From an optimization exercise on the open Yosys and OpenROAD flow, aimed at small area and a short achievable clock period; shortcuts taken in it are not production practice. Where RTL was checked, it was by simulation tests only, not by an equivalence proof against the original. The RTL of run 1 was laid out without a check of its function. Power figures rest on the tool's default switching activity, not on a simulated workload.

==> flow/design.v, too long to show whole: its modules and the start of the top module <==
// module mult_top: 1328 lines
// module mult_fa: 10 lines
// module mult_bsel: 10 lines
// module mult_xnor: 7 lines
// module mult_or: 7 lines
// module mult_hai: 9 lines
// module mult_ha: 9 lines
module mult_top (
    input  logic               clk,
    input  logic               reset,
    input  logic               in_valid,
    input  mult_pkg::operand_t a,
    input  mult_pkg::operand_t b,
    output logic               out_valid,
    output mult_pkg::product_u product
);
  // ...
==> flow/flow/run.sh <==
#!/bin/bash
# Own layout flow: the standard layout (standard.sh, with its unchanged
# synthesis) plus a few extra ORFS make settings from flow/extra.txt, one
# VAR=value per line. Each step's full output goes to a log in this folder.
set -euo pipefail
EXTRA=()
while IFS= read -r l; do
  [[ -n "$l" && "$l" != \#* ]] && EXTRA+=("$l")
done < flow/extra.txt
# standard.sh passes its knobs on make's command line; ours go after them
sed 's#"${@:-finish}"#"${EXTRA[@]}" "${@:-finish}"#' standard.sh > own_standard.sh
( set -- synth; source ./own_standard.sh ) > synth.log 2>&1
( set -- finish; source ./own_standard.sh ) > layout.log 2>&1
test -f out/final.def
==> flow/flow/extra.txt <==
# port buffers: a plain buffer instead of the delay buffer buffer_ports picks
BUFFER_PORTS_ARGS=-buffer_cell sky130_fd_sc_hd__buf_2
==> flow/standard.sh <==
#!/bin/bash
# synth_recipe.tcl (not shown) runs the flow's synth.tcl, then flattens the netlist and writes it again
# the make line also repeats each setting of config.mk as NAME=value (left out here)
make -C /OpenROAD-flow-scripts/flow DESIGN_CONFIG=/design/flow/config.mk WORK_HOME=/design/flow/orfs CLKGATE_MAP_FILE= SYNTH_SCRIPT=/design/flow/synth_recipe.tcl "${@:-finish}"
==> flow/config.mk <==
export PLATFORM = sky130hd
export DESIGN_NAME = mult_top
export DESIGN_NICKNAME = mult_top
export VERILOG_FILES = /design/flow/design.v
export SDC_FILE = /design/flow/constraint.sdc
export NUM_CORES = 4
export LEC_CHECK = 0
export CAP_MARGIN = 20
export CORE_MARGIN = 2
export CORE_UTILIZATION = 40
export CTS_BUF_LIST = sky130_fd_sc_hd__clkbuf_4 sky130_fd_sc_hd__clkbuf_8
export PLACE_DENSITY = 0.6
export SETUP_SLACK_MARGIN = 5
export SLEW_MARGIN = 20
export SYNTH_HIERARCHICAL = 1
==> flow/constraint.sdc <==
create_clock -name core_clock -period 8.0 [get_ports {clk}]
set_input_delay 1.6000 -clock core_clock [delete_from_list [all_inputs] [get_ports {clk}]]
set_output_delay 1.6000 -clock core_clock [all_outputs]
set_load 0.01 [all_outputs]
==> results by group, run 1 <==
Power and ir drop
  – Logic pwr share: 0.623
  – Sw Pwr: 1.92 mW
  – Sw Ratio: 0.463

Finish
  – Non-clock buffer share: 0.0799
  – Multi-input combinational area share: 0.600
  – Clk_buf instances: 17
  – Number of non-clock buffers in the layout: around 140
  – Comb_multi_in: 740

Place
  – DP HPWL: 18,100 µm

Timing
  – Worst hold slack: 0.401 ns
  – Worst slew pin tran: 0.709 ns
  – Min Tclk post-route: roughly 3.0 ns
  – Setup TNS: 0 ns
  – Max Slew Vio Count: 0
  – Final WS setup: 4.97 ns
  – Fmax: around 330 MHz

Logic synthesis
  – Top FF cell, synth: dfxtp_1
  – Main combinational cell family by area after synthesis: adder cells
  – Syn avg cell area: 10.4 µm²
  – Number of synthesized flops with an enable pin: 0
  – Gate Count Post-Synth: 966
  – Most instantiated library cell after synthesis: nand2_1

Setup path
  – Depth of the most critical reg-to-reg path: 9
  – Crit path DAT: 3.38 ns
  – CP required: 8.35 ns
  – Crit path max-delay cell type: fa_1
  – Critical Path End Type: register
  – Max Fanout on Critical Path: 5

Floorplan
  – Initial core utilization: 0.403
  – I/O pin cnt: 68
  – Row cnt: 58
  – Total die area: 0.0264 mm²

GRT
  – First-pass GRT wire length: 40,600 µm

Clocking
  – Post-CTS sizing: 59
  – Clk latency of the worst-skew pair: 0.46 ns
  – Clock sinks: ~140
  – Clock-pin slew on the worst setup and hold paths: ~0.10 ns

Routing
  – Metal3 WL: 2110 µm
  – Top Layer Used: met4
  – Final WL: 25,400 µm
  – Met1 WL: 11,500 µm
  – Vias: around 7.2k

Run status
  – Status: finished clean

Min path
  – Min-delay src: lo_q[7]$_DFF_P_
  – Hold Path Stages: 1
==> run 2: changes to the inputs <==
--- a/flow/design.v
+++ b/flow/design.v
@@ -693,20 +693,23 @@
     logic s413;
     logic c414;
     logic s415;
     logic c416;
     logic s417;
     logic c418;
     logic s419;
     logic c420;
+    logic m1_8_0;
+    logic m1_8_1;
+    logic m1_8_2;
+    logic m1_8_3;
     logic m1_9_0;
     logic m1_9_1;
     logic m1_9_2;
-    logic m1_9_3;
     logic m1_10_0;
     logic m1_10_1;
     logic m1_10_2;
     logic m1_11_0;
     logic m1_11_1;
     logic m1_11_2;
     logic m1_12_0;
     logic m1_12_1;
@@ -752,25 +755,23 @@
     logic m1_25_2;
     logic m1_26_0;
     logic m1_26_1;
     logic m1_26_2;
     logic m1_27_0;
     logic m1_27_1;
     logic m1_27_2;
     logic m1_28_0;
-    logic m1_28_1;
-    logic m1_28_2;
     logic m1_29_0;
-    logic m1_29_1;
-    logic m1_29_2;
     logic m1_30_0;
-    logic [9:0] lo_w, lo_q;
-    logic [10:0] lo_t;
-    logic [23:0] hi_w;
+    logic m1_31_0;
+    logic [8:0] lo_w, lo_q;
+    logic [9:0] lo_t;
+    logic [4:0] hb_t;
+    logic [24:0] hi_w;
     always_ff @(posedge clk) begin
         a_r <= a;
         b_r <= b;
     end
     always_ff @(posedge clk) begin
         if (reset) begin
             v         <= '0;
             out_valid <= 1'b0;
@@ -1233,49 +1234,53 @@
     mult_fa u_s363 (.x(pp_13_15), .y(pp_14_14), .z(pp_15_13), .s(s363), .c(c364));
     mult_xnor u_s365 (.x(pp_0_2), .y(pp_1_1), .s(s365));
     mult_or u_c366 (.x(pp_0_2), .y(pp_1_1), .c(c366));
     mult_fa u_s367 (.x(pp_2_1), .y(pp_3_0), .z(s313), .s(s367), .c(c368));
     mult_fa u_s369 (.x(c314), .y(s221), .z(s315), .s(s369), .c(c370));
     mult_fa u_s371 (.x(c316), .y(s223), .z(s317), .s(s371), .c(c372));
     mult_fa u_s373 (.x(c318), .y(s229), .z(s319), .s(s373), .c(c374));
     mult_fa u_s375 (.x(c320), .y(s233), .z(s321), .s(s375), .c(c376));
-    mult_fa u_s377 (.x(c322), .y(s237), .z(s323), .s(s377), .c(c378));
-    assign lo_t = {1'b0, c376, c374, c372, c370, c368, c366, pp_2_0, pp_0_1, pp_0_0, 1'b1} + {1'b0, s377, s375, s373, s371, s369, s367, s365, pp_1_0, 1'b1, 1'b1};
-    assign lo_w = lo_t[10:1];
-    mult_fa u_s379 (.x(m1_9_0), .y(m1_9_1), .z(m1_9_2), .s(s379), .c(c380));
-    mult_fa u_s381 (.x(m1_10_0), .y(m1_10_1), .z(m1_10_2), .s(s381), .c(c382));
-    mult_fa u_s383 (.x(m1_11_0), .y(m1_11_1), .z(m1_11_2), .s(s383), .c(c384));
-    mult_fa u_s385 (.x(m1_12_0), .y(m1_12_1), .z(m1_12_2), .s(s385), .c(c386));
-    mult_fa u_s387 (.x(m1_13_0), .y(m1_13_1), .z(m1_13_2), .s(s387), .c(c388));
-    mult_fa u_s389 (.x(m1_14_0), .y(m1_14_1), .z(m1_14_2), .s(s389), .c(c390));
-    mult_fa u_s391 (.x(m1_15_0), .y(m1_15_1), .z(m1_15_2), .s(s391), .c(c392));
-    mult_fa u_s393 (.x(m1_16_0), .y(m1_16_1), .z(m1_16_2), .s(s393), .c(c394));
-    mult_fa u_s395 (.x(m1_17_0), .y(m1_17_1), .z(m1_17_2), .s(s395), .c(c396));
-    mult_fa u_s397 (.x(m1_18_0), .y(m1_18_1), .z(m1_18_2), .s(s397), .c(c398));
-    mult_fa u_s399 (.x(m1_19_0), .y(m1_19_1), .z(m1_19_2), .s(s399), .c(c400));
-    mult_fa u_s401 (.x(m1_20_0), .y(m1_20_1), .z(m1_20_2), .s(s401), .c(c402));
-    mult_fa u_s403 (.x(m1_21_0), .y(m1_21_1), .z(m1_21_2), .s(s403), .c(c404));
-    mult_fa u_s405 (.x(m1_22_0), .y(m1_22_1), .z(m1_22_2), .s(s405), .c(c406));
-    mult_fa u_s407 (.x(m1_23_0), .y(m1_23_1), .z(m1_23_2), .s(s407), .c(c408));
-    mult_fa u_s409 (.x(m1_24_0), .y(m1_24_1), .z(m1_24_2), .s(s409), .c(c410));
-    mult_fa u_s411 (.x(m1_25_0), .y(m1_25_1), .z(m1_25_2), .s(s411), .c(c412));
-    mult_fa u_s413 (.x(m1_26_0), .y(m1_26_1), .z(m1_26_2), .s(s413), .c(c414));
-    mult_fa u_s415 (.x(m1_27_0), .y(m1_27_1), .z(m1_27_2), .s(s415), .c(c416));
-    mult_fa u_s417 (.x(m1_28_0), .y(m1_28_1), .z(m1_28_2), .s(s417), .c(c418));
-    mult_fa u_s419 (.x(m1_29_0), .y(m1_29_1), .z(m1_29_2), .s(s419), .c(c420));
-    assign hi_w = {1'b1, m1_30_0, c418, c416, c414, c412, c410, c408, c406, c404, c402, c400, c398, c396, c394, c392, c390, c388, c386, c384, c382, c380, m1_9_3, lo_q[9]} + {1'b1, c420, s419, s417, s415, s413, s411, s409, s407, s405, s403, s401, s399, s397, s395, s393, s391, s389, s387, s385, s383, s381, s379, lo_q[9]};
-    assign sum_w[8:0] = ~lo_q[8:0];
-    assign sum_w[31:9] = ~hi_w[23:1];
+    assign lo_t = {1'b0, c374, c372, c370, c368, c366, pp_2_0, pp_0_1, pp_0_0, 1'b1} + {1'b0, s375, s373, s371, s369, s367, s365, pp_1_0, 1'b1, 1'b1};
+    assign lo_w = lo_t[9:1];
+    mult_fa u_s377 (.x(c312), .y(s363), .z(c362), .s(s377), .c(c378));
+    mult_fa u_s379 (.x(pp_14_15), .y(pp_15_14), .z(c364), .s(s379), .c(c380));
+    assign hb_t = {1'b1, pp_15_15, s379, s377, 1'b1} + {1'b1, c380, c378, 1'b1, 1'b1};
+    mult_fa u_s381 (.x(m1_8_0), .y(m1_8_1), .z(m1_8_2), .s(s381), .c(c382));
+    mult_fa u_s383 (.x(m1_9_0), .y(m1_9_1), .z(m1_9_2), .s(s383), .c(c384));
+    mult_fa u_s385 (.x(m1_10_0), .y(m1_10_1), .z(m1_10_2), .s(s385), .c(c386));
+    mult_fa u_s387 (.x(m1_11_0), .y(m1_11_1), .z(m1_11_2), .s(s387), .c(c388));
+    mult_fa u_s389 (.x(m1_12_0), .y(m1_12_1), .z(m1_12_2), .s(s389), .c(c390));
+    mult_fa u_s391 (.x(m1_13_0), .y(m1_13_1), .z(m1_13_2), .s(s391), .c(c392));
+    mult_fa u_s393 (.x(m1_14_0), .y(m1_14_1), .z(m1_14_2), .s(s393), .c(c394));
+    mult_fa u_s395 (.x(m1_15_0), .y(m1_15_1), .z(m1_15_2), .s(s395), .c(c396));
+    mult_fa u_s397 (.x(m1_16_0), .y(m1_16_1), .z(m1_16_2), .s(s397), .c(c398));
+    mult_fa u_s399 (.x(m1_17_0), .y(m1_17_1), .z(m1_17_2), .s(s399), .c(c400));
+    mult_fa u_s401 (.x(m1_18_0), .y(m1_18_1), .z(m1_18_2), .s(s401), .c(c402));
+    mult_fa u_s403 (.x(m1_19_0), .y(m1_19_1), .z(m1_19_2), .s(s403), .c(c404));
+    mult_fa u_s405 (.x(m1_20_0), .y(m1_20_1), .z(m1_20_2), .s(s405), .c(c406));
+    mult_fa u_s407 (.x(m1_21_0), .y(m1_21_1), .z(m1_21_2), .s(s407), .c(c408));
+    mult_fa u_s409 (.x(m1_22_0), .y(m1_22_1), .z(m1_22_2), .s(s409), .c(c410));
+    mult_fa u_s411 (.x(m1_23_0), .y(m1_23_1), .z(m1_23_2), .s(s411), .c(c412));
+    mult_fa u_s413 (.x(m1_24_0), .y(m1_24_1), .z(m1_24_2), .s(s413), .c(c414));
+    mult_fa u_s415 (.x(m1_25_0), .y(m1_25_1), .z(m1_25_2), .s(s415), .c(c416));
+    mult_fa u_s417 (.x(m1_26_0), .y(m1_26_1), .z(m1_26_2), .s(s417), .c(c418));
+    mult_fa u_s419 (.x(m1_27_0), .y(m1_27_1), .z(m1_27_2), .s(s419), .c(c420));
+    assign hi_w = {m1_31_0, m1_30_0, m1_29_0, m1_28_0, c418, c416, c414, c412, c410, c408, c406, c404, c402, c400, c398, c396, c394, c392, c390, c388, c386, c384, c382, m1_8_3, lo_q[8]} + {1'b1, 1'b1, 1'b1, c420, s419, s417, s415, s413, s411, s409, s407, s405, s403, s401, s399, s397, s395, s393, s391, s389, s387, s385, s383, s381, lo_q[8]};
+    assign sum_w[7:0] = ~lo_q[7:0];
+    assign sum_w[31:8] = ~hi_w[24:1];
     always_ff @(posedge clk) begin
         lo_q <= lo_w;
+        m1_8_0 <= c322;
+        m1_8_1 <= s237;
+        m1_8_2 <= s323;
+        m1_8_3 <= c376;
         m1_9_0 <= s241;
         m1_9_1 <= c324;
         m1_9_2 <= s325;
-        m1_9_3 <= c378;
         m1_10_0 <= s245;
         m1_10_1 <= c326;
         m1_10_2 <= s327;
         m1_11_0 <= c328;
         m1_11_1 <= s249;
         m1_11_2 <= s329;
         m1_12_0 <= s253;
         m1_12_1 <= c330;
@@ -1320,23 +1325,20 @@
         m1_25_1 <= s357;
         m1_25_2 <= c356;
         m1_26_0 <= c306;
         m1_26_1 <= s359;
         m1_26_2 <= c358;
         m1_27_0 <= c310;
         m1_27_1 <= s361;
         m1_27_2 <= c360;
-        m1_28_0 <= c312;
-        m1_28_1 <= s363;
-        m1_28_2 <= c362;
-        m1_29_0 <= pp_14_15;
-        m1_29_1 <= pp_15_14;
-        m1_29_2 <= c364;
-        m1_30_0 <= pp_15_15;
+        m1_28_0 <= hb_t[1];
+        m1_29_0 <= hb_t[2];
+        m1_30_0 <= hb_t[3];
+        m1_31_0 <= hb_t[4];
     end
     always_ff @(posedge clk) begin
         if (reset)         product <= '0;
         else if (v[2]) product <= sum_w;
     end
 endmodule
 module mult_fa (
     input  logic x,
==> run 2 against run 1 <==
Still clean on timing, DRC and antenna. Flip-flop and latch count decreased by 1. Clock-buffer cell count increased by 1. Global-route usage down 0.28 points. Die area is 0.51% higher. Wire length fell by 2.0%. Clock skew increased by 0.0036 ns. Via count is 3.6% lower. Register-to-register slack improved by 0.06 ns. Cell area is 2.9% lower. Final cell count shrank 2.2%. Sequential share of layout area increased by 0.58 points.
==> results by group, run 2 <==
Run status
  – Status: finished clean

Finish
  – Max reg flops: 32
  – Total Nets Final: 1,279
  – Most frequent cells in the layout: nand2_1 (280), fa_1 (184), dfxtp_1 (108)
  – Biggest regs: product x32, a_r x16, b_r x16
  – Area grow syn2layout: 12.9%
  – Finished Layout Cells: 1,360
  – Final instance area: 0.0114 mm²
  – Commonest non-fill, non-tap cell in the layout: nand2_1
  – Ratio of cells with drive above 1 in the final layout: 0.188
  – Ant. Diodes: 0
  – Largest Register: product

Routing
  – Avg WL per Cell: 18.3 µm
  – Initial DRT Pass Iterations: 5
  – Final WL: 24,900 µm (-2.0%)
  – Starting DRT DRC Count: 449
  – Vias: 6,948 (-3.6%)
  – DRC errors left: 0
  – DR vias/cell: 5.11
  – Antenna violation net count after detailed routing: 0

Setup path
  – Reg-to-reg startpoint: b_r[14]$_DFF_P_
  – WS Path Type: register to register
  – Depth of the most critical reg-to-reg path: 7 (-2)
  – Max Fanout on Critical Path: 5 (unchanged)
  – R2R Setup Slk: 5.03 ns
  – Reg2reg end: m1_18_2$_DFF_P_
  – Crit path DAT: 3.31 ns (-0.07 ns)
  – Startpoint Class: register
  – CP required: 8.33 ns (-0.02 ns)
  – Critical Path End Type: register

GRT
  – Met1 GRT Util: 0.292
  – Total GRT Usage: 0.198
  – Grt ovf: 0
  – Routing usage on met2: 0.299
  – Initial antenna violation count: 0
  – Vias in the first global route: 7,345
  – Largest net degree at the start of global routing: 62
  – M3 GR Usage: 0.0386
  – First-pass GRT wire length: 39,800 µm (-1.8%)
  – GRT Max-Usage Layer: met2

Clocking
  – CTS Buf Count: 17
  – Clock-pin slew on the worst setup and hold paths: 0.10 ns (about the same)
  – CTS tree: built
  – Clock sinks: 141 (-0.70%)
  – Hold buffers post-CTS: 0
  – Clk latency of the worst-skew pair: 0.47 ns (about the same)
  – Max H-tree Level: 4
  – Root buffer cell: clkbuf_8
  – CTS max path bufs: 2

Timing
  – Fin crit share: 0.372
  – Slew HR: 0.565
  – Setup TNS: 0 ns (unchanged)
  – Worst slew pin tran: 0.653 ns (-0.0559 ns)
  – Min Tclk post-route: 2.97 ns (-0.0568 ns)
  – Endpoints failing setup: 0
  – Clk_skew: roughly 0.024 ns
  – RSZ-0062 raised after global routing: true
  – Max Slew Vio Count: 0 (unchanged)
  – Fmax: 336 MHz (+1.9%)
  – Fin. Hold Viols: 0

Place
  – Post-DP Area: 0.0106 mm²
  – DP HPWL: 17,700 µm (-2.0%)
  – Placed Cells: 1,297
  – Placer Congestion: approximately 0.82
  – Count of input and output buffers: 67

Logic synthesis
  – Register area share after synthesis: 0.279
  – Async SR Flop Fraction: 0
  – Netlist cell types: 47
  – Dominant cells by area after synthesis: fa_1 (39%), dfxtp_1 (28%), nand2_1 (11%), ha_1 (3.6%), clkbuf_1 (2.6%)
  – FF+latch count, synth: 141
  – Most instantiated cells after synthesis: nand2_1 (283), fa_1 (198), dfxtp_1 (141)
  – Top FF cell, synth: dfxtp_1
  – Syn avg cell area: 10.4 µm² (-0.30%)
  – Yosys top cell by area: fa_1
  – Synthesized cell area: 0.0101 mm²
  – Synth Net Count: 1,236
  – Gate Count Post-Synth: 974 (+0.83%)
  – Most instantiated library cell after synthesis: nand2_1
  – Synth warnings: 7
  – Number of synthesized flops with an enable pin: 0 (unchanged)
  – Top cell type's share of synthesized area: 0.392

Power and ir drop
  – Lkg Pwr: 4.30 nW
  – IR drop worst, VDD: roughly 0.21 mV
  – Total power: 4.37 mW
  – Pwr dens: around 380 mW/mm²

Floorplan
  – I/O pin cnt: 68 (unchanged)
  – Total die area: 0.0266 mm² (+0.51%)
  – Core ar.: between 0.02 and 0.03 mm²
  – Die Ht: 163 µm
  – Row cnt: 58 (unchanged)
  – Die W: 163 µm
  – Initial core utilization: 0.404 (+0.000930)

Min path
  – Min-Delay Endpoint: product[3]$_SDFFE_PP0P_
  – Min-delay src: lo_q[3]$_DFF_P_
  – Hold WC Path Type: register to register
  – Hold Path Stages: 1 (unchanged)

Job
  – Max-Cap Viols: 0
## run 2: cell families after synthesis
logic type | count (synthesis) | synth area share
compound gates | 107 | 0.0756
flops | 141 | 0.279
fa+ha+maj | 227 | 0.428
buf+inv | 89 | 0.0334
xor+xnor | 38 | 0.0329
mux | 2 | 0.00198
simple gates | 370 | 0.149
## run 2: through the flow
stage	hold slack [ns]	utilization	setup slack (ns)
after floorplan	0.393	-	4.99
after global placement	0.396	0.423	4.61
after detailed placement	0.401	0.423	4.50
after CTS	0.394	0.450	4.95
after global routing	0.413	0.456	4.92
final	0.387	0.456	5.03
## run 2: how the worst max path moves through the flow
stage | from | endpoint
after floorplan | b_r[11]$_DFF_P_ | m1_18_2$_DFF_P_
after global placement | b_r[14]$_DFF_P_ | m1_16_2$_DFF_P_
after detailed placement | b_r[13]$_DFF_P_ | m1_16_2$_DFF_P_
after global routing | a_r[3]$_DFF_P_ | lo_q[7]$_DFF_P_
after CTS | a_r[1]$_DFF_P_ | m1_16_2$_DFF_P_
final | b_r[14]$_DFF_P_ | m1_18_2$_DFF_P_
## run 2: metal layers
metal	part of all wire	vias up
met5	0	-
met4	0.017	0
met3	0.075	31
met2	0.44	244
met1	0.47	3499
li1	-	3174
## run 2: per-module statistics from Yosys, one instance, submodules excluded
module / cells / area, µm² / flip-flops and latches / copies in the design
mult_xnor: 1 / 8.76 / 0 / 15
mult_top: 749 / 5990 / 141 / 1
mult_fa: 1 / 20.0 / 0 / 195
mult_or: 1 / 6.26 / 0 / 15
## run 2: critical path, stage by stage (launching register included)
cell and delay [ns]:
dfxtp_4 0.40, buf_6 0.12, nand2_1 0.07, fa_2 0.46, fa_2 0.56, fa_2 0.44, fa_2 0.35, fa_1 0.45
## run 2: area by class of cell
cell class,instances,area (µm²)
clock buffers,18,248
clock inverters,14,176
fillers,2357,13600
inverters,15,56.3
multi-input cells,744,7020
flip-flops and latches,141,2930
well taps,330,413
repair buffers,98,576
## run 2: where the power goes
part	switching [mW]	leakage (nW)	internal (mW)	total (mW)
sequential	0.134	1.19	0.888	1.02
clock	0.322	0.212	0.298	0.620
combinational	1.57	2.91	1.16	2.73
total	2.03	4.30	2.35	4.37
## run 2: what timing repair did
item | in CTS | in global routing
buffers inserted | 23 | 8
setup endpoints to repair | 35 | 20
resized for setup | 50 | 27
pin swaps | 3 | 18
==> run 3: changes to the inputs <==
--- a/flow/config.mk
+++ b/flow/config.mk
@@ -7,2 +7,3 @@
 export LEC_CHECK = 0
+export ABC_AREA = 1
 export CAP_MARGIN = 20
==> run 3 against run 2 <==
Via count grew 18%. Flip-flop and latch count unchanged. Highest routed layer is now met5. Clock power down 3.2%. Synthesized cell count rose by 33%.
==> results by group, run 3 <==
Timing
  – Slew HR: 0.586 (+0.0217)
  – RSZ-0062 raised after global routing: true
  – Fin. Hold Viols: 0 (unchanged)
  – Final WS setup: 5.05 ns (+0.0293 ns)
  – Fmax: 339 MHz (+0.99%)
  – Setup TNS: 0 ns (unchanged)
  – Endpoints failing setup: 0 (unchanged)
  – Clk_skew: 0.0172 ns (-0.00679 ns)
  – Worst slew pin tran: 0.620 ns (-0.0333 ns)
  – Fin crit share: 0.368 (-0.00366)
  – Min Tclk post-route: 2.95 ns (-0.0293 ns)
  – Max Slew Vio Count: 0 (unchanged)

Setup path
  – Crit path depth: 6 (-1)
  – Critical Path End Type: register
  – Sequence of cells on the critical path: nand2_1, fa_1, fa_1, fa_1, fa_2, fa_1
  – Top cell by count, worst path: fa_1
  – Reg-to-reg startpoint: b_r[14]$_DFF_P_
  – Depth of the most critical reg-to-reg path: 6 (-1)
  – Startpoint Class: register
  – Bufs and invs on worst path: 0 (-1)
  – R2R Setup Slk: 5.05 ns (+0.03 ns)
  – Crit path max-delay cell type: fa_1
  – CP required: 8.34 ns (about the same)
  – Reg2reg end: m1_17_2$_DFF_P_
  – Crit path DAT: 3.28 ns (-0.03 ns)
  – Crit-path leading delay family: adder cells
  – WS Path Type: register to register
  – Max Fanout on Critical Path: 5 (unchanged)
  – Slowest stage delay, CP: 0.54 ns (-0.02 ns)

GRT
  – Grt ovf: 0 (unchanged)
  – Largest net degree at the start of global routing: 48 (-23%)
  – First-pass GRT wire length: 44,500 µm (+12%)
  – Initial antenna violation count: 1 (+1)
  – Vias in the first global route: 8,406 (+14%)
  – Total GRT Usage: 0.201 (+0.00334)

Finish
  – Area occupied by multi-input gates: 0.00724 mm² (+3.1%)
  – Filler instances: 2,624 (+11%)
  – Max reg flops: 32 (unchanged)
  – Commonest non-fill, non-tap cell in the layout: nand2_1
  – Biggest regs: product x32, a_r x16, b_r x16
  – Sequential cell area: 0.00294 mm² (+0.13%)
  – Ratio of cells with drive above 1 in the final layout: 0.146 (-0.0424)
  – Area grow syn2layout: 11.5%
  – Largest Register: product
  – Ant. Diodes: 0 (unchanged)
  – Total Nets Final: 1,599 (+25%)
  – Most frequent cells in the layout: nand2_1 (480), fa_1 (190), inv_1 (168)

Job
  – Max-Cap Viols: 0 (unchanged)

Routing
  – Vias: 8,178 (+18%)
  – Antenna violation net count after detailed routing: 0 (unchanged)
  – Final WL: 27,300 µm (+9.9%)
  – Initial DRT Pass Iterations: 6 (+1)
  – DR vias/cell: 4.84 (-5.3%)
  – DRC errors left: 0 (unchanged)
  – Avg WL per Cell: 16.1 µm (-12%)
  – Starting DRT DRC Count: 559 (+24%)

Floorplan
  – Die Ht: 170 µm (+4.0%)
  – Die W: 170 µm (+4.0%)
  – Row cnt: 60 (+3.4%)
  – I/O pin cnt: 68 (unchanged)
  – Core ar.: 0.0270 mm² (+7.6%)
  – Total die area: 0.0287 mm² (+8.1%)
  – Initial core utilization: 0.407 (+0.00254)

Logic synthesis
  – Top FF cell, synth: dfxtp_1
  – Synthesized cell area: 0.0110 mm² (+8.3%)
  – Synth warnings: 7 (unchanged)
  – Syn avg cell area: 8.48 µm² (-18%)
  – Number of synthesized flops with an enable pin: 0 (unchanged)
  – Register area share after synthesis: 0.258 (-0.0214)
  – Top cell type's share of synthesized area: 0.362 (-0.0301)
  – Dominant cells by area after synthesis: fa_1 (36%), dfxtp_1 (26%), nand2_1 (16%), inv_1 (5.8%), ha_1 (3.3%)
  – Synth Net Count: 1,554 (+26%)
  – Yosys top cell by area: fa_1
  – Most instantiated cells after synthesis: nand2_1 (480), fa_1 (198), inv_1 (168)
  – Gate Count Post-Synth: 1,292 (+33%)
  – Most instantiated library cell after synthesis: nand2_1
  – Async SR Flop Fraction: 0 (unchanged)
  – Netlist cell types: 28 (-40%)
  – FF+latch count, synth: 141 (unchanged)

Place
  – Setup WS pre-CTS: 4.55 ns (+0.0486 ns)
  – DP HPWL: 20,600 µm (+16%)
  – Placer Congestion: 0.854 (+4.0%)
  – Count of input and output buffers: 67 (unchanged)

Min path
  – Min-delay src: v[1]$_SDFF_PP0_
  – Hold WC Path Type: register to register
  – Min-Delay Endpoint: v[2]$_SDFF_PP0_
  – Hold Path Stages: 2 (+1)

Run status
  – Status: finished clean

Clocking
  – Clock-pin slew on the worst setup and hold paths: 0.10 ns (about the same)
  – CTS Buf Count: 17 (unchanged)
  – CTS tree: built
  – CTS max path bufs: 2 (unchanged)
  – Root buffer cell: clkbuf_8
  – Max H-tree Level: 4 (unchanged)
  – Clk latency of the worst-skew pair: 0.46 ns (about the same)
  – Hold buffers post-CTS: 0 (unchanged)
  – Clock sinks: 141 (unchanged)

Power and ir drop
  – IR drop worst, VDD: 0.211 mV (+0.63%)
  – Lkg Pwr: 5.67 nW (+32%)
  – Pwr dens: 389 mW/mm² (+1.5%)
-- run 3: final cells by class --
class                      instances  area share
inverter                         168      0.0516
timing repair buffer             100      0.0478
clock buffer                      17      0.0191
multi-input combinational        909       0.593
sequential                       141       0.240
clock inverter                    15      0.0136
tap                              341      0.0349
-- run 3: report_power, final --
| part | internal, mW | switching (mW) |
|---|---|---|
| logic | 1.18 | 1.94 |
| registers | 0.891 | 0.134 |
| clock network | 0.263 | 0.337 |
-- run 3: stage by stage --
| stage | total power [mW] | util | hold slack, ns | area (µm²) | instances |
|---|---|---|---|---|---|
| 2_1_floorplan | 3.35 | - | 0.387 | 11100 | 1292 |
| 3_3_place_gp | 4.10 | 0.425 | 0.390 | 11400 | 1627 |
| 3_5_place_dp | 4.14 | 0.425 | 0.395 | 11400 | 1627 |
| 4_1_cts | 4.77 | 0.448 | 0.411 | 12100 | 1680 |
| 5_1_grt | 5.28 | 0.453 | 0.416 | 12200 | 1691 |
| 6_report | 4.75 | 0.453 | 0.408 | 12200 | 1691 |
-- run 3: how the worst max path moves through the flow --
stage                                from         endpoint
final                     b_r[14]$_DFF_P_  m1_17_2$_DFF_P_
after floorplan           b_r[13]$_DFF_P_  m1_18_2$_DFF_P_
after detailed placement   a_r[1]$_DFF_P_  m1_16_2$_DFF_P_
after global placement     a_r[1]$_DFF_P_  m1_16_2$_DFF_P_
after global routing       b_r[3]$_DFF_P_  lo_q[7]$_DFF_P_
after CTS                  a_r[0]$_DFF_P_  m1_16_2$_DFF_P_
-- run 3: repair_timing --
action                     in CTS  in global routing
pin swaps                       0                  5
setup endpoints to repair      36                 13
setup buffers                  21                 11
resized for setup              48                 19
-- run 3: worst min-delay path, delay by kind of cell, from the launching register on --
family,cells,cell delay (ns)
and+or+nand+nor,1,0.03
DFF,1,0.31
buffers and inverters,1,0.04
-- run 3: metal layers --
layer	up-vias	GRT usage	part of all wire
li1	3902	-	-
met1	3980	0.295	0.48
met2	267	0.310	0.44
met3	27	0.0343	0.060
met4	2	0.0517	0.013
met5	-	0	0.00033
-- run 3: logic make-up (layout without fill, tap and decap cells) --
| family | after synthesis | after routing | share of synthesized area |
|---|---|---|---|
| DFF | 141 | 141 | 0.258 |
| buffers and inverters | 242 | 300 | 0.0846 |
| and+or+nand+nor | 610 | 610 | 0.224 |
| AOI/OAI and AO/OA | 59 | 59 | 0.0289 |
| adders and majority gates | 227 | 227 | 0.395 |
| xor gates and xnor gates | 13 | 13 | 0.0104 |
-- run 3: modules after synthesis, one instance, submodules excluded --
module,copies in the design,cells,flip-flops and latches
mult_fa,195,1,0
mult_or,15,3,0
mult_top,1,977,141
mult_xnor,15,5,0
==> run 4: changes to the inputs <==
--- a/flow/config.mk
+++ b/flow/config.mk
@@ -7,3 +7,2 @@
 export LEC_CHECK = 0
-export ABC_AREA = 1
 export CAP_MARGIN = 20
@@ -16 +15,2 @@
 export SYNTH_HIERARCHICAL = 1
+export TNS_END_PERCENT = 30
==> run 4 against run 3 <==
Cell area shrank 6.8%. Die area shrank 7.5%. Critical path depth grew 1. Utilization grew 0.16 points. Flip-flop and latch count is the same. Still clean. Total power shrank 9.3%. Fmax shrank 1.4%. Worst setup slack lost 0.041 ns. Sequential power is essentially flat. Register-to-register slack lost 0.04 ns. Clock power shrank 7.0%. Final cell count shrank 19%.
==> results by group, run 4 <==
Clocking
  – Max H-tree Level: 4 (unchanged)
  – Clock sinks: 141 (unchanged)
  – Hold buffers post-CTS: 0 (unchanged)
  – CTS tree: built
  – CTS Buf Count: 17 (unchanged)
  – Clk latency of the worst-skew pair: 0.46 ns (about the same)
  – Root buffer cell: clkbuf_8
  – CTS max path bufs: 2 (unchanged)
  – Clock-pin slew on the worst setup and hold paths: 0.08 ns (-0.02 ns)

Logic synthesis
  – Most instantiated library cell after synthesis: nand2_1
  – FF+latch count, synth: 141 (unchanged)
  – Register area share after synthesis: 0.279 (+0.0214)
  – Synth warnings: 7 (unchanged)
  – Yosys top cell by area: fa_1
  – Gate Count Post-Synth: 974 (-25%)
  – Synth Net Count: 1,236 (-20%)
  – Number of synthesized flops with an enable pin: 0 (unchanged)
  – Dominant cells by area after synthesis: fa_1 (39%), dfxtp_1 (28%), nand2_1 (11%), ha_1 (3.6%), clkbuf_1 (2.6%)
  – Top FF cell, synth: dfxtp_1
  – Syn avg cell area: 10.4 µm² (+22%)
  – Top cell type's share of synthesized area: 0.392 (+0.0301)
  – Async SR Flop Fraction: 0 (unchanged)
  – Netlist cell types: 47 (+68%)
  – Synthesized cell area: 0.0101 mm² (-7.7%)
  – Most instantiated cells after synthesis: nand2_1 (283), fa_1 (198), dfxtp_1 (141)

Setup path
  – Startpoint Class: register
  – R2R Setup Slk: 5.01 ns (-0.04 ns)
  – CP required: 8.33 ns (about the same)
  – Max Fanout on Critical Path: 6 (+1)
  – Depth of the most critical reg-to-reg path: 7 (+1)
  – Reg-to-reg startpoint: b_r[14]$_DFF_P_
  – CP startpoint: b_r[14]$_DFF_P_
  – Critical Path End Type: register
  – WS Path Type: register to register
  – Crit path DAT: 3.31 ns (+0.03 ns)

Timing
  – Min Tclk post-route: 2.99 ns (+0.0413 ns)
  – Worst slew pin tran: 0.637 ns (+0.0176 ns)
  – Fmax: 335 MHz (-1.4%)
  – Slew HR: 0.575 (-0.0113)
  – Fin crit share: 0.373 (+0.00517)
  – Worst hold slack: 0.406 ns (-0.00197 ns)
  – Max Slew Vio Count: 0 (unchanged)
  – Endpoints failing setup: 0 (unchanged)
  – RSZ-0062 raised after global routing: true
  – Setup TNS: 0 ns (unchanged)
  – Clk_skew: 0.0199 ns (+0.00274 ns)
  – Final WS setup: 5.01 ns (-0.0413 ns)
  – Fin. Hold Viols: 0 (unchanged)

Floorplan
  – Total die area: 0.0266 mm² (-7.5%)
  – Initial core utilization: 0.404 (-0.00254)
  – Die Ht: 163 µm (-3.8%)
  – Core ar.: 0.0250 mm² (-7.1%)
  – I/O pin cnt: 68 (unchanged)
  – Row cnt: 58 (-3.3%)
  – Die W: 163 µm (-3.8%)

Finish
  – Most frequent cells in the layout: nand2_1 (281), fa_1 (191), dfxtp_1 (108)
  – Commonest non-fill, non-tap cell in the layout: nand2_1
  – Filler instances: 2,363 (-9.9%)
  – Total Nets Final: 1,284 (-20%)
  – Ant. Diodes: 0 (unchanged)
  – Max reg flops: 32 (unchanged)
  – Largest Register: product
  – Area grow syn2layout: 12.6%
  – Biggest regs: product x32, a_r x16, b_r x16
  – Ratio of cells with drive above 1 in the final layout: 0.184 (+0.0376)
  – Final Core Density: 0.455 (+0.00159)

GRT
  – Largest net degree at the start of global routing: 62 (+29%)
  – Vias in the first global route: 7,387 (-12%)
  – Initial antenna violation count: 0 (-1)
  – Grt ovf: 0 (unchanged)
  – First-pass GRT wire length: 39,800 µm (-11%)
  – Total GRT Usage: 0.198 (-0.00310)

Place
  – Placer Congestion: 0.846 (-0.96%)
  – DP HPWL: 17,800 µm (-13%)
  – Count of input and output buffers: 67 (unchanged)
  – Setup WS pre-CTS: 4.49 ns (-0.0601 ns)

Power and ir drop
  – Pwr dens: 378 mW/mm² (-2.7%)
  – Lkg Pwr: 4.30 nW (-24%)
  – IR drop worst, VDD: 0.229 mV (+8.6%)
  – Total power: 4.31 mW (-9.3%)

Routing
  – Initial DRT Pass Iterations: 5 (-1)
  – DR vias/cell: 5.11 (+5.6%)
  – Avg WL per Cell: 18.1 µm (+12%)
  – Final WL: 24,800 µm (-9.3%)
  – Vias: 6,974 (-15%)
  – Starting DRT DRC Count: 435 (-22%)
  – DRC errors left: 0 (unchanged)
  – Antenna violation net count after detailed routing: 0 (unchanged)

Min path
  – Hold WC Path Type: register to register
  – Min-delay src: lo_q[0]$_DFF_P_
  – Hold Path Stages: 1 (-1)

Run status
  – Status: finished clean

Job
  – Max-Cap Viols: 0 (unchanged)
run 4: cell types whose count changed after synthesis, sizes merged, moves of 5 or more:
cell | previous run | this run
a211oi | 0 | 25
o21ai | 25 | 19
or2 | 4 | 15
nor2 | 64 | 39
a21oi | 30 | 24
xnor2 | 6 | 27
nand3b | 6 | 0
inv | 168 | 15
a21o | 0 | 11
nor2b | 0 | 5
nand2 | 491 | 283
nand3 | 35 | 5
run 4: what timing repair did:
action	CTS	global route
gates resized for setup	48	15
endpoints found under the setup margin	37	19
setup buffers	29	6
pin swaps	0	6
run 4: logic make-up after synthesis:
kind of cell | after synthesis | synth area share
multiplexers | 2 | 0.00198
AO/OA/AOI/OAI | 107 | 0.0756
XOR/XNOR | 38 | 0.0329
AND/OR/NAND/NOR | 370 | 0.149
flip-flops | 141 | 0.279
buffers and inverters | 89 | 0.0334
adder cells (fa/ha/maj) | 227 | 0.428
run 4: cell type report:
class / instances / area [µm²] / area share
multi-input combinational: 744 / 7000 / 0.614
clock buffer: 20 / 256 / 0.0225
timing repair buffer: 103 / 634 / 0.0557
tap: 330 / 413 / 0.0362
clock inverter: 12 / 114 / 0.00999
sequential: 141 / 2920 / 0.256
inverter: 15 / 56.3 / 0.00494
run 4: final timing paths:
check / to
max reg2reg: m1_19_2$_DFF_P_
min: product[0]$_SDFFE_PP0P_
max: m1_19_2$_DFF_P_
min reg2reg: product[0]$_SDFFE_PP0P_
run 4: metrics by stage:
step / instance area (µm²) / cells
5_1_grt: 11400 / 1365
6_report: 11400 / 1365
3_3_place_gp: 10600 / 1297
3_5_place_dp: 10600 / 1297
4_1_cts: 11300 / 1358
2_1_floorplan: 10200 / 974
run 4: modules after synthesis (local to each module, per instance):
module / area, µm² / flip-flops and latches / cells / copies in the design
mult_top: 5990 / 141 / 749 / 1
mult_fa: 20.0 / 0 / 1 / 195
mult_or: 6.26 / 0 / 1 / 15
mult_xnor: 8.76 / 0 / 1 / 15
run 4: layer usage:
| metal | track usage | vias to the layer above | wire (µm) |
|---|---|---|---|
| met3 | 0.0457 | 40 | 1760 |
| met2 | 0.292 | 279 | 10700 |
| met4 | 0.0752 | 0 | 649 |
| li1 | - | 3189 | - |
| met5 | 0 | - | 0 |
| met1 | 0.284 | 3466 | 11600 |
run 4: critical path, stage by stage (launching register included):
cell and delay, ns:
dfxtp_4 0.41, buf_4 0.13, nand2_1 0.06, fa_1 0.39, fa_1 0.58, fa_1 0.45
fa_2 0.39, fa_1 0.45
run 4: power by group:
group	internal [mW]	leakage (nW)	total, mW	switching [mW]
Combinational	1.16	2.94	2.72	1.57
Clock	0.258	0.180	0.558	0.300
Sequential	0.889	1.19	1.02	0.134
Total	2.30	4.30	4.31	2.00
==> run 5: changes to the inputs <==
--- a/flow/config.mk
+++ b/flow/config.mk
@@ -11,3 +11,3 @@
 export CTS_BUF_LIST = sky130_fd_sc_hd__clkbuf_4 sky130_fd_sc_hd__clkbuf_8
-export PLACE_DENSITY = 0.6
+export PLACE_DENSITY = 0.7
 export SETUP_SLACK_MARGIN = 5
@@ -15,2 +15 @@
 export SYNTH_HIERARCHICAL = 1
-export TNS_END_PERCENT = 30
==> run 5 against run 4 <==
Still clean on timing, DRC and antenna. Sequential share of layout area hardly changed. First-iteration DRC count up 3.7%. Synthesized area is the same. Die area unchanged. Wire length decreased by 2.2%. Non-clock buffer count stayed put. Clock skew decreased by 0.00085 ns. Fmax up 0.33%. Combinational power barely moved. Highest routed layer unchanged.
==> results by group, run 5 <==
Run status
  – Status: finished clean

Timing
  – RSZ-0062 raised after global routing: true
  – Endpoints failing setup: 0 (unchanged)
  – Clk_skew: 0.0190 ns (-0.000854 ns)
  – Slew HR: 0.300 (-0.275)
  – Final WS setup: 5.02 ns (+0.00995 ns)
  – Fmax: 336 MHz (+0.33%)
  – Fin. Hold Viols: 0 (unchanged)
  – Max Slew Vio Count: 0 (unchanged)
  – Setup TNS: 0 ns (unchanged)
  – Worst slew pin tran: 1.05 ns (+0.412 ns)
  – Min Tclk post-route: 2.98 ns (-0.00995 ns)
  – Fin crit share: 0.372 (-0.00124)

Place
  – Setup WS pre-CTS: 4.57 ns (+0.0779 ns)
  – Placer Congestion: 0.856 (+1.2%)
  – DP HPWL: 17,500 µm (-1.5%)
  – Count of input and output buffers: 67 (unchanged)
  – Post-DP Area: 0.0106 mm² (unchanged)

Routing
  – DRC errors left: 0 (unchanged)
  – Starting DRT DRC Count: 451 (+3.7%)
  – DR vias/cell: 5.21 (+2.0%)
  – Final WL: 24,200 µm (-2.2%)
  – Avg WL per Cell: 17.7 µm (-2.2%)
  – Vias: 7,112 (+2.0%)
  – Initial DRT Pass Iterations: 5 (unchanged)
  – Antenna violation net count after detailed routing: 0 (unchanged)

Clocking
  – Max H-tree Level: 4 (unchanged)
  – Clock-pin slew on the worst setup and hold paths: 0.09 ns (about the same)
  – CTS tree: built
  – CTS max path bufs: 2 (unchanged)
  – Clock sinks: 141 (unchanged)
  – Hold buffers post-CTS: 0 (unchanged)
  – Root buffer cell: clkbuf_8
  – CTS Buf Count: 17 (unchanged)
  – Clk latency of the worst-skew pair: 0.47 ns (about the same)

Floorplan
  – Die Ht: 163 µm (unchanged)
  – Initial core utilization: 0.404 (unchanged)
  – Die W: 163 µm (unchanged)
  – I/O pin cnt: 68 (unchanged)
  – Row cnt: 58 (unchanged)
  – Core ar.: 0.0250 mm² (unchanged)
  – Total die area: 0.0266 mm² (unchanged)

GRT
  – Vias in the first global route: 7,584 (+2.7%)
  – Grt ovf: 0 (unchanged)
  – Initial antenna violation count: 0 (unchanged)
  – Total GRT Usage: 0.193 (-0.00486)
  – First-pass GRT wire length: 39,300 µm (-1.2%)
  – Largest net degree at the start of global routing: 62 (unchanged)

Finish
  – Total Nets Final: 1,284 (unchanged)
  – Biggest regs: product x32, a_r x16, b_r x16
  – Ratio of cells with drive above 1 in the final layout: 0.188 (+0.00483)
  – Filler instances: 2,298 (-2.8%)
  – Final instance area: 0.0114 mm² (+0.32%)
  – Final Core Density: 0.456 (+0.00145)
  – Largest Register: product
  – Max reg flops: 32 (unchanged)
  – Commonest non-fill, non-tap cell in the layout: nand2_1
  – Ant. Diodes: 0 (unchanged)
  – Sequential cell area: 0.00293 mm² (+0.17%)
  – Area grow syn2layout: 13.0%
  – Most frequent cells in the layout: nand2_1 (281), fa_1 (186), dfxtp_1 (108)
  – Area occupied by multi-input gates: 0.00700 mm² (about the same)

Power and ir drop
  – Lkg Pwr: 4.33 nW (+0.55%)
  – Total power: 4.34 mW (+0.83%)
  – IR drop worst, VDD: 0.200 mV (-13%)
  – Pwr dens: 380 mW/mm² (+0.51%)

Min path
  – Hold WC Path Type: register to register

Logic synthesis
  – Dominant cells by area after synthesis: fa_1 (39%), dfxtp_1 (28%), nand2_1 (11%), ha_1 (3.6%), clkbuf_1 (2.6%)
  – Netlist cell types: 47 (unchanged)
  – Top cell type's share of synthesized area: 0.392 (unchanged)
  – Number of synthesized flops with an enable pin: 0 (unchanged)
  – FF+latch count, synth: 141 (unchanged)
  – Register area share after synthesis: 0.279 (unchanged)
  – Most instantiated library cell after synthesis: nand2_1
  – Synth warnings: 7 (unchanged)
  – Async SR Flop Fraction: 0 (unchanged)
  – Top FF cell, synth: dfxtp_1
  – Yosys top cell by area: fa_1
  – Syn avg cell area: 10.4 µm² (unchanged)
  – Synth Net Count: 1,236 (unchanged)
  – Most instantiated cells after synthesis: nand2_1 (283), fa_1 (198), dfxtp_1 (141)
  – Synthesized cell area: 0.0101 mm² (unchanged)
  – Gate Count Post-Synth: 974 (unchanged)

Setup path
  – Startpoint Class: register
  – CP required: 8.34 ns (about the same)
  – Critical Path End Type: register
  – WS Path Type: register to register
  – Crit path DAT: 3.31 ns (about the same)
  – Max Fanout on Critical Path: 5 (-1)

Job
  – Max-Cap Viols: 0 (unchanged)
-- run 5: cell counts after synthesis --
Identical to the previous run, type by type.
-- run 5: through the flow --
step | hold slack (ns) | instances
finish | 0.403 | 1365
global route | 0.413 | 1365
CTS | 0.407 | 1361
detailed placement | 0.405 | 1297
global placement | 0.398 | 1297
floorplan | 0.393 | 974
-- run 5: logic make-up (layout without fill, tap and decap cells) --
family / Yosys count / after routing / synth area share
buffers and inverters: 89 / 150 / 0.0334
AOI/OAI and AO/OA: 107 / 107 / 0.0756
muxes: 2 / 2 / 0.00198
xor gates and xnor gates: 38 / 38 / 0.0329
adders and majority gates: 227 / 227 / 0.428
and+or+nand+nor: 370 / 370 / 0.149
DFF: 141 / 141 / 0.279
-- run 5: critical path, stage by stage (launching register included) --
cell,delay (ns)
dfxtp_4,0.39
nand2_2,0.07
fa_1,0.51
fa_1,0.60
fa_2,0.45
fa_2,0.36
fa_1,0.46
-- run 5: per-module statistics from Yosys, one instance, submodules excluded --
module | flops+latches | cells | times used | cell area, µm²
mult_top | 141 | 749 | 1 | 5990
mult_xnor | 0 | 1 | 15 | 8.76
mult_fa | 0 | 1 | 195 | 20.0
mult_or | 0 | 1 | 15 | 6.26
-- run 5: final cells by class --
cell class              instances  share of cell area
clock buffers                  18              0.0217
flip-flops and latches        141               0.256
inverters                      15             0.00493
clock inverters                14              0.0141
multi-input cells             744               0.613
repair buffers                103              0.0544
well taps                     330              0.0361
-- run 5: power breakdown --
part / switching, mW / internal [mW]
Combinational: 1.56 / 1.16
Sequential: 0.132 / 0.889
Clock: 0.307 / 0.292
Total: 2.00 / 2.34
-- run 5: repair_timing --
item,CTS,global route
endpoints found under the setup margin,37,13
pin swaps,1,20
endpoints found under the hold margin,0,0
gates resized for setup,49,21
buffers inserted,32,4
-- run 5: path summary, 6_finish.rpt --
path	from	to	slack, ns	cells past startpoint
worst max register to register	a_r[3]$_DFF_P_	m1_17_2$_DFF_P_	5.02	6
worst max-delay path	a_r[3]$_DFF_P_	m1_17_2$_DFF_P_	5.02	6
worst min register to register	lo_q[5]$_DFF_P_	product[5]$_SDFFE_PP0P_	0.40	1
worst min-delay path	lo_q[5]$_DFF_P_	product[5]$_SDFFE_PP0P_	0.40	1
-- run 5: layer usage --
metal	vias up	share of wire	track usage
met2	311	0.46	0.303
met5	-	0	0
met1	3564	0.43	0.257
met4	0	0.025	0.0756
li1	3186	-	-
met3	51	0.087	0.0500
==> run 6: changes to the inputs <==
--- a/flow/config.mk
+++ b/flow/config.mk
@@ -11,4 +11,4 @@
 export CTS_BUF_LIST = sky130_fd_sc_hd__clkbuf_4 sky130_fd_sc_hd__clkbuf_8
-export PLACE_DENSITY = 0.7
-export SETUP_SLACK_MARGIN = 5
+export PLACE_DENSITY = 0.6
+export SETUP_SLACK_MARGIN = 4.9
 export SLEW_MARGIN = 20
==> run 6 against run 5 <==
Sequential power barely moved. Non-clock buffer count is 3 higher. First-iteration DRC count down 21%. Via count is 3.3% lower. Wire length fell by 0.12%. Synthesized area is the same. Cell area shrank 0.43%. Total power is 0.32% lower. Utilization decreased by 0.19 points.
==> results by group, run 6 <==
Routing
  – DR vias/cell: 5.03 (-3.5%)
  – DRC errors left: 0 (unchanged)
  – Antenna violation net count after detailed routing: 0 (unchanged)
  – Initial DRT Pass Iterations: 5 (unchanged)
  – Final WL: 24,200 µm (-0.12%)
  – Starting DRT DRC Count: 358 (-21%)
  – Vias: 6,880 (-3.3%)
  – Avg WL per Cell: 17.7 µm (-0.34%)

Finish
  – Most frequent cells in the layout: nand2_1 (283), fa_1 (194), dfxtp_1 (108)
  – Max reg flops: 32 (unchanged)
  – Area grow syn2layout: 12.5%
  – Area occupied by multi-input gates: 0.00697 mm² (-0.43%)
  – Ratio of cells with drive above 1 in the final layout: 0.180 (-0.00825)
  – Biggest regs: product x32, a_r x16, b_r x16
  – Sequential cell area: 0.00291 mm² (-0.60%)
  – Ant. Diodes: 0 (unchanged)
  – Total Nets Final: 1,287 (+0.23%)
  – Largest Register: product
  – Filler instances: 2,395 (+4.2%)
  – Commonest non-fill, non-tap cell in the layout: nand2_1

Timing
  – Max Slew Vio Count: 0 (unchanged)
  – Endpoints failing setup: 0 (unchanged)
  – RSZ-0062 raised after global routing: false
  – Fin. Hold Viols: 0 (unchanged)
  – Setup TNS: 0 ns (unchanged)
  – Min Tclk post-route: 3.04 ns (+0.0598 ns)
  – Clk_skew: 0.0195 ns (+0.000491 ns)
  – Fmax: 329 MHz (-2.0%)
  – Fin crit share: 0.380 (+0.00748)
  – Slew HR: 0.574 (+0.274)
  – Worst slew pin tran: 0.639 ns (-0.411 ns)

Place
  – Count of input and output buffers: 67 (unchanged)
  – DP HPWL: 17,600 µm (+0.44%)
  – Placer Congestion: 0.869 (+1.5%)

Power and ir drop
  – Lkg Pwr: 4.33 nW (about the same)
  – Total power: 4.33 mW (-0.32%)
  – Pwr dens: 380 mW/mm² (+0.11%)
  – Int Pwr: 2.33 mW (-0.53%)
  – Clk network pwr share: 0.140 (+0.002)
  – IR drop worst, VDD: 0.184 mV (-8.2%)
  – Logic pwr share: 0.622 (-0.005)
  – Sw Ratio: 0.462 (+0.00113)
  – Reg power frac: 0.237 (+0.002)
  – Sw Pwr: 2.00 mW (about the same)

Clocking
  – Root buffer cell: clkbuf_8
  – Clock sinks: 141 (unchanged)
  – CTS tree: built
  – CTS Buf Count: 17 (unchanged)
  – Clock-pin slew on the worst setup and hold paths: 0.09 ns (about the same)
  – Hold buffers post-CTS: 0 (unchanged)
  – Clk latency of the worst-skew pair: 0.47 ns (about the same)
  – Max H-tree Level: 4 (unchanged)
  – CTS max path bufs: 2 (unchanged)

Logic synthesis
  – Synth warnings: 7 (unchanged)
  – Netlist cell types: 47 (unchanged)
  – Yosys top cell by area: fa_1
  – Most instantiated cells after synthesis: nand2_1 (283), fa_1 (198), dfxtp_1 (141)
  – Dominant cells by area after synthesis: fa_1 (39%), dfxtp_1 (28%), nand2_1 (11%), ha_1 (3.6%), clkbuf_1 (2.6%)
  – Synthesized cell area: 0.0101 mm² (unchanged)
  – Async SR Flop Fraction: 0 (unchanged)
  – FF+latch count, synth: 141 (unchanged)
  – Syn avg cell area: 10.4 µm² (unchanged)
  – Register area share after synthesis: 0.279 (unchanged)
  – Top cell type's share of synthesized area: 0.392 (unchanged)
  – Most instantiated library cell after synthesis: nand2_1
  – Number of synthesized flops with an enable pin: 0 (unchanged)
  – Synth Net Count: 1,236 (unchanged)
  – Top FF cell, synth: dfxtp_1
  – Gate Count Post-Synth: 974 (unchanged)

Min path
  – Hold WC Path Type: register to register

Setup path
  – WS Path Type: register to register
  – Crit path DAT: 3.37 ns (+0.06 ns)
  – CP required: 8.34 ns (about the same)
  – Critical Path End Type: register
  – Startpoint Class: register
  – Max Fanout on Critical Path: 16 (+11)

GRT
  – Total GRT Usage: 0.191 (-0.00236)
  – Initial antenna violation count: 0 (unchanged)
  – First-pass GRT wire length: 38,600 µm (-1.8%)
  – Vias in the first global route: 7,100 (-6.4%)
  – Grt ovf: 0 (unchanged)
  – Largest net degree at the start of global routing: 62 (unchanged)

Floorplan
  – Core ar.: 0.0250 mm² (unchanged)
  – Row cnt: 58 (unchanged)
  – I/O pin cnt: 68 (unchanged)
  – Die Ht: 163 µm (unchanged)
  – Die W: 163 µm (unchanged)
  – Initial core utilization: 0.404 (unchanged)
  – Total die area: 0.0266 mm² (unchanged)

Run status
  – Status: finished clean

Job
  – Max-Cap Viols: 0 (unchanged)
-- run 6: power by group through the flow --
stage / clock network [mW] / registers (mW) / logic (mW)
2_1_floorplan: 0 / 0.994 / 2.08
3_3_place_gp: 0 / 1.05 / 2.63
3_5_place_dp: 0 / 1.06 / 2.65
4_1_cts: 0.625 / 1.04 / 2.67
5_1_grt: 0.659 / 1.05 / 3.04
6_report: 0.607 / 1.03 / 2.69
-- run 6: worst paths after layout --
kind	end	cells after the start	from	slack (ns)
hold reg to reg	product[3]$_SDFFE_PP0P_	1	lo_q[3]$_DFF_P_	0.40
setup / recovery	m1_20_1$_DFF_P_	5	a_r[9]$_DFF_P_	4.96
hold / removal	product[3]$_SDFFE_PP0P_	1	lo_q[3]$_DFF_P_	0.40
setup reg to reg	m1_20_1$_DFF_P_	5	a_r[9]$_DFF_P_	4.96
-- run 6: kinds of logic after synthesis --
family | synth area share
simple gates | 0.149
fa+ha+maj | 0.428
flops | 0.279
compound gates | 0.0756
buf+inv | 0.0334
xor+xnor | 0.0329
mux | 0.00198
-- run 6: per-layer routing --
layer | vias up | wire (µm) | global-route usage
li1 | 3194 | - | -
met1 | 3414 | 11500 | 0.277
met3 | 30 | 1730 | 0.0518
met4 | 0 | 425 | 0.0559
met5 | - | 0 | 0
met2 | 242 | 10500 | 0.280
-- run 6: per-stage QoR --
stage / std cells / hold WS, ns / instance area [µm²] / setup WS (ns) / utilization
after floorplan: 974 / 0.393 / 10200 / 4.90 / -
after CTS: 1329 / 0.401 / 11100 / 4.84 / 0.442
after detailed placement: 1297 / 0.399 / 10600 / 4.55 / 0.423
final: 1368 / 0.400 / 11400 / 4.96 / 0.455
after global routing: 1368 / 0.421 / 11400 / 4.87 / 0.455
after global placement: 1297 / 0.397 / 10600 / 4.60 / 0.423
-- run 6: modules after synthesis, one instance, submodules excluded --
module,cells inside,times used,flops+latches
mult_xnor,1,15,0
mult_fa,1,195,0
mult_or,1,15,0
mult_top,749,1,141
-- run 6: area by class of cell --
type                            instances  share of cell area
Multi-Input combinational cell        744               0.613
Sequential cell                       141               0.256
Timing Repair Buffer                  106              0.0548
Tap cell                              330              0.0363
Clock buffer                           17              0.0206
Clock inverter                         15              0.0152
Inverter                               15             0.00495
-- run 6: timing repair --
| action | 4_1_cts | 5_1_grt |
|---|---|---|
| buffers inserted | 0 | 39 |
| hold endpoints to repair | 0 | 0 |
| endpoints found under the setup margin | 29 | 14 |
| resized for setup | 42 | 9 |
| gates cloned | 0 | 0 |
-- run 6: worst max-delay path, cell delays in order, from the launching register on --
cell and delay [ns]:
dfxtp_2 0.65, nand2_1 0.17, fa_1 0.53, fa_1 0.55, fa_1 0.59, fa_1 0.43

[what the ideal ports hide]
The results above use ideal ports. As a check the final layouts listed here were re-extracted and re-timed, cells and wires unchanged.
Step 1: set_driving_cell puts a clkbuf_16 on clk and a buf_2 on each other input, an assumption about the parent block.
Step 2 times the ports against the registers' clock, not the clock port: input delays grow and output delays shrink by t, the midpoint of the rising clock arrivals with the driver on.
a / b / c = no drivers / after step 1 / after step 2; a / b = the first two.
run	t (ns)	setup WS [ns]	worst hold slack (ns)	worst setup path at the end	worst register clock-pin slew, ns
run 1	0.494	4.968 / 4.968 / 4.684	0.401 / 0.401 / 0.401	input to register	0.10 / 0.10
run 2	0.497	5.025 / 5.025 / 5.025	0.387 / 0.387 / 0.387	register to register	0.10 / 0.10
run 3	0.495	5.054 / 5.054 / 5.054	0.408 / 0.408 / 0.408	register to register	0.10 / 0.10
run 4	0.496	5.013 / 5.013 / 5.013	0.406 / 0.406 / 0.406	register to register	0.09 / 0.09
run 5	0.506	5.023 / 5.023 / 5.023	0.403 / 0.403 / 0.403	register to register	0.09 / 0.09
run 6	0.497	4.963 / 4.963 / 4.963	0.400 / 0.400 / 0.400	register to register	0.10 / 0.10
After both steps setup and hold are still met in every run listed. For run 1, which loses most, drivers alone change the setup slack by 0.000 ns; drivers and shift together by -0.284 ns.
